This is an optimization exercise on Yosys and OpenROAD, whose aim is small area and a short achievable clock period, not a production implementation. Function was checked by simulation only, so behaviour that the tests miss may differ from the original. Power is estimated from default activity; no workload was simulated.

== v40 ==
// note_sequencer
module note_sequencer #(
  parameter int DEPTH     = 64,
  parameter int DUR_W     = 16,
  parameter int TICK_DIV  = 16,
  parameter int DEB_TICKS = 10
) (
  input  logic                         clk,
  input  logic                         rst_n,
  input  logic [4:0]                   key_code,
  input  logic                         rec_n,
  input  logic                         play_n,
  input  logic                         stop_n,
  output logic [4:0]                   note_out,
  output logic [1:0]                   state_out,
  output logic                         full,
  output logic [$clog2(DEPTH+1)-1:0]   evt_count
);
Settings: LEC_CHECK=0, CAP_MARGIN=20, CORE_MARGIN=2, CORE_UTILIZATION=60, CTS_CLUSTER_DIAMETER=80, CTS_CLUSTER_SIZE=30, SETUP_SLACK_MARGIN=2.75, SLEW_MARGIN=20; clock period 5.0 ns.
run.sh (not shown) runs the stock make flow with config.mk's settings and CLKGATE_MAP_FILE= SYNTH_SCRIPT=/design/flow/synth_recipe.tcl, a recipe that flattens the netlist after the stock synthesis.
Changes in v22 relative to v40:
Settings: SETUP_SLACK_MARGIN: 2.75 -> 2.5.
Notes after the runs:
Diff v40 -> v22: via count of the first global-routing pass shrank by 217; data arrival at the endpoint of the critical path shrank by 1400 ps; total power shrank by about 1.8%. On clock latency at the later pin of the worst-skew pair, v22 and v40 are basically level.
Setup changes, v22 to v6
Settings: SETUP_SLACK_MARGIN: 2.5 -> 2.75; ABC_AREA: unset -> 1.
## What came out
v6 went all the way through synthesis, placement and routing and the layout is clean on timing, DRC and antenna. Comparing v22 against v6, there is no change at all in critical path depth. In the tables for v6 and v22, fraction of the mapped netlist area in compound gates reads higher with v22. Against v22, v6 reports a data arrival time of the worst path that is lower. The reported clock group power number comes out lower for v22 vs v6. When v6 is measured against v22, its non-clock buffer count turns out 32% higher.
## Diff of input files: v18 against v6
Settings: ABC_AREA no longer set, was 1; SETUP_SLACK_MARGIN now 3.0, was 2.75.
==> comparison <==
- Having completed the whole flow, v18 delivered a layout that passed the timing, DRC and antenna checks.
- Summary: time the final worst path needs with I/O delays and setup, v18 better than v6
- v6 → v18: area growth from synthesis to final layout increased by 4.9 points relative to the old numbers, global-route wire length before repair shrank by 4.0%.
- Delta (v18 minus v6): detailed-route wire length increased about 0.9%, detailed-routing wirelength on met1 decreased about 2.3%, final cell area excluding filler cells increased 1300 um^2, die area decreased 830 um^2.
- v18 ended up with evt_count[1] as its first element of the critical path; v6 ended up with note_n[4].
- Re synthesized cell count: v18 is 466 down on v6.
- Count of vias placed by the detailed router (v6 / v18): 1.08
- v18 against v6: arrival time of data at the critical path endpoint decreased by 40 ps relative to the old numbers, compound-cell area share of the yosys netlist increased by 0.44 points relative to the old numbers.

---

note_sequencer, a different RTL version from the one above (not shown whole).
Size in the first run: about 2300 cells after synthesis, ~25 I/O pins, about 0.037 mm^2 of cells after synthesis.
clock: 5.0 ns
lec_check: 0
cap_margin: 20
core_margin: 2
core_utilization: 60
cts_cluster_diameter: 70
cts_cluster_size: 34
setup_slack_margin: 2.7
slew_margin: 20
Then changed:
CTS_CLUSTER_DIAMETER = 80   (was 70)
CTS_CLUSTER_SIZE = 30   (was 34)
PLACE_DENSITY = 0.8   (was default)
The new run produced a clean layout.
Cell area went down by 0.78%.
Critical path depth decreases by 5.
Core utilization fell by 0.52 points.
Sequential power barely changes.
Wire length rises by 4.7%.
Then changed:
CORE_UTILIZATION = 70   (was 60)
PLACE_DENSITY = default   (was 0.8)
Worst hold slack hardly moves.
Synthesized cell count stays the same.
Final area stays flat.
Then changed:
CORE_UTILIZATION = 60   (was 70)
CTS_BUF_LIST = sky130_fd_sc_hd__clkbuf_16 sky130_fd_sc_hd__clkbuf_8   (was default)
After rerunning: The new run finished clean; hold slack improved by 0.0042 ns; register-to-register slack improved by 0.04 ns; count of clock-buffer cells in the layout goes down by 17; final area goes up by 0.62%; die area goes up by 16%; wire length goes down by 10%; via count goes down by 3.5%; non-clock buffer count goes up by 2; area after synthesis stays the same.
Then changed:
CORE_UTILIZATION = 50   (was 60)
CTS_BUF_LIST = default   (was sky130_fd_sc_hd__clkbuf_16 sky130_fd_sc_hd__clkbuf_8)
Via count grows by 0.42%.
Non-clock buffer count came out lower by 19.
Utilization falls by 11 points.
Maximum frequency is about the same.
Worst setup slack is about the same.
Cell area is higher by about 0.4%.
First-iteration DRC count went up by about 0.9%.
Clock power went up by 4.8%.
Global-route usage is lower by 3.2 points.
Routed wire length barely changes.
Area after synthesis stays the same.
Then changed:
CORE_UTILIZATION = 60   (was 50)
CTS_CLUSTER_DIAMETER = 60   (was 80)
CTS_CLUSTER_SIZE = 20   (was 30)
Effect:
- global-route usage goes up by 3.7 points
- routed wire length goes up slightly
- synthesized cell count does not change
- design area goes up slightly

==> what the ideal ports hide <==
In the flow no input, the clock included, has a driving cell. The finished layouts below were timed again as built, in two steps. Step 1 sets driving cells, clkbuf_16 on the clock port and buf_2 on the other inputs (assumed; they add their load-dependent delay and slew). Step 2 adds t to the input delays and takes it off the output delays; t is the mean of the earliest and latest rising clock arrival at the registers after step 1. Input paths then give back, and output paths get back, about the clock's delay inside the block. a / b / c = ideal ports / drivers / drivers and shift; a / b = the first two.
| run | shift t [ns] | setup slack, ns | latest minus earliest clock arrival (ns) |
|---|---|---|---|
| v40 | 0.697 | 2.732 / 2.678 / 2.732 | 0.028 / 0.028 |
| v22 | 0.690 | 2.572 / 2.513 / 2.639 | 0.021 / 0.020 |
| v6 | 0.711 | 2.664 / 2.602 / 2.770 | 0.044 / 0.044 |
| v18 | 0.716 | 2.702 / 2.639 / 2.730 | 0.028 / 0.027 |
| the first run of note 2 | 0.700 | 2.720 / 2.660 / 2.720 | 0.022 / 0.022 |
| the second run of note 2 | 0.710 | 2.690 / 2.631 / 2.762 | 0.033 / 0.033 |
| the third run of note 2 | 0.706 | 2.692 / 2.632 / 2.709 | 0.035 / 0.035 |
| the fourth run of note 2 | 0.702 | 2.715 / 2.653 / 2.748 | 0.029 / 0.029 |
| the fifth run of note 2 | 0.702 | 2.712 / 2.652 / 2.747 | 0.041 / 0.041 |
| the sixth run of note 2 | 0.696 | 2.714 / 2.653 / 2.759 | 0.020 / 0.020 |
After both steps every run listed still meets setup and hold.
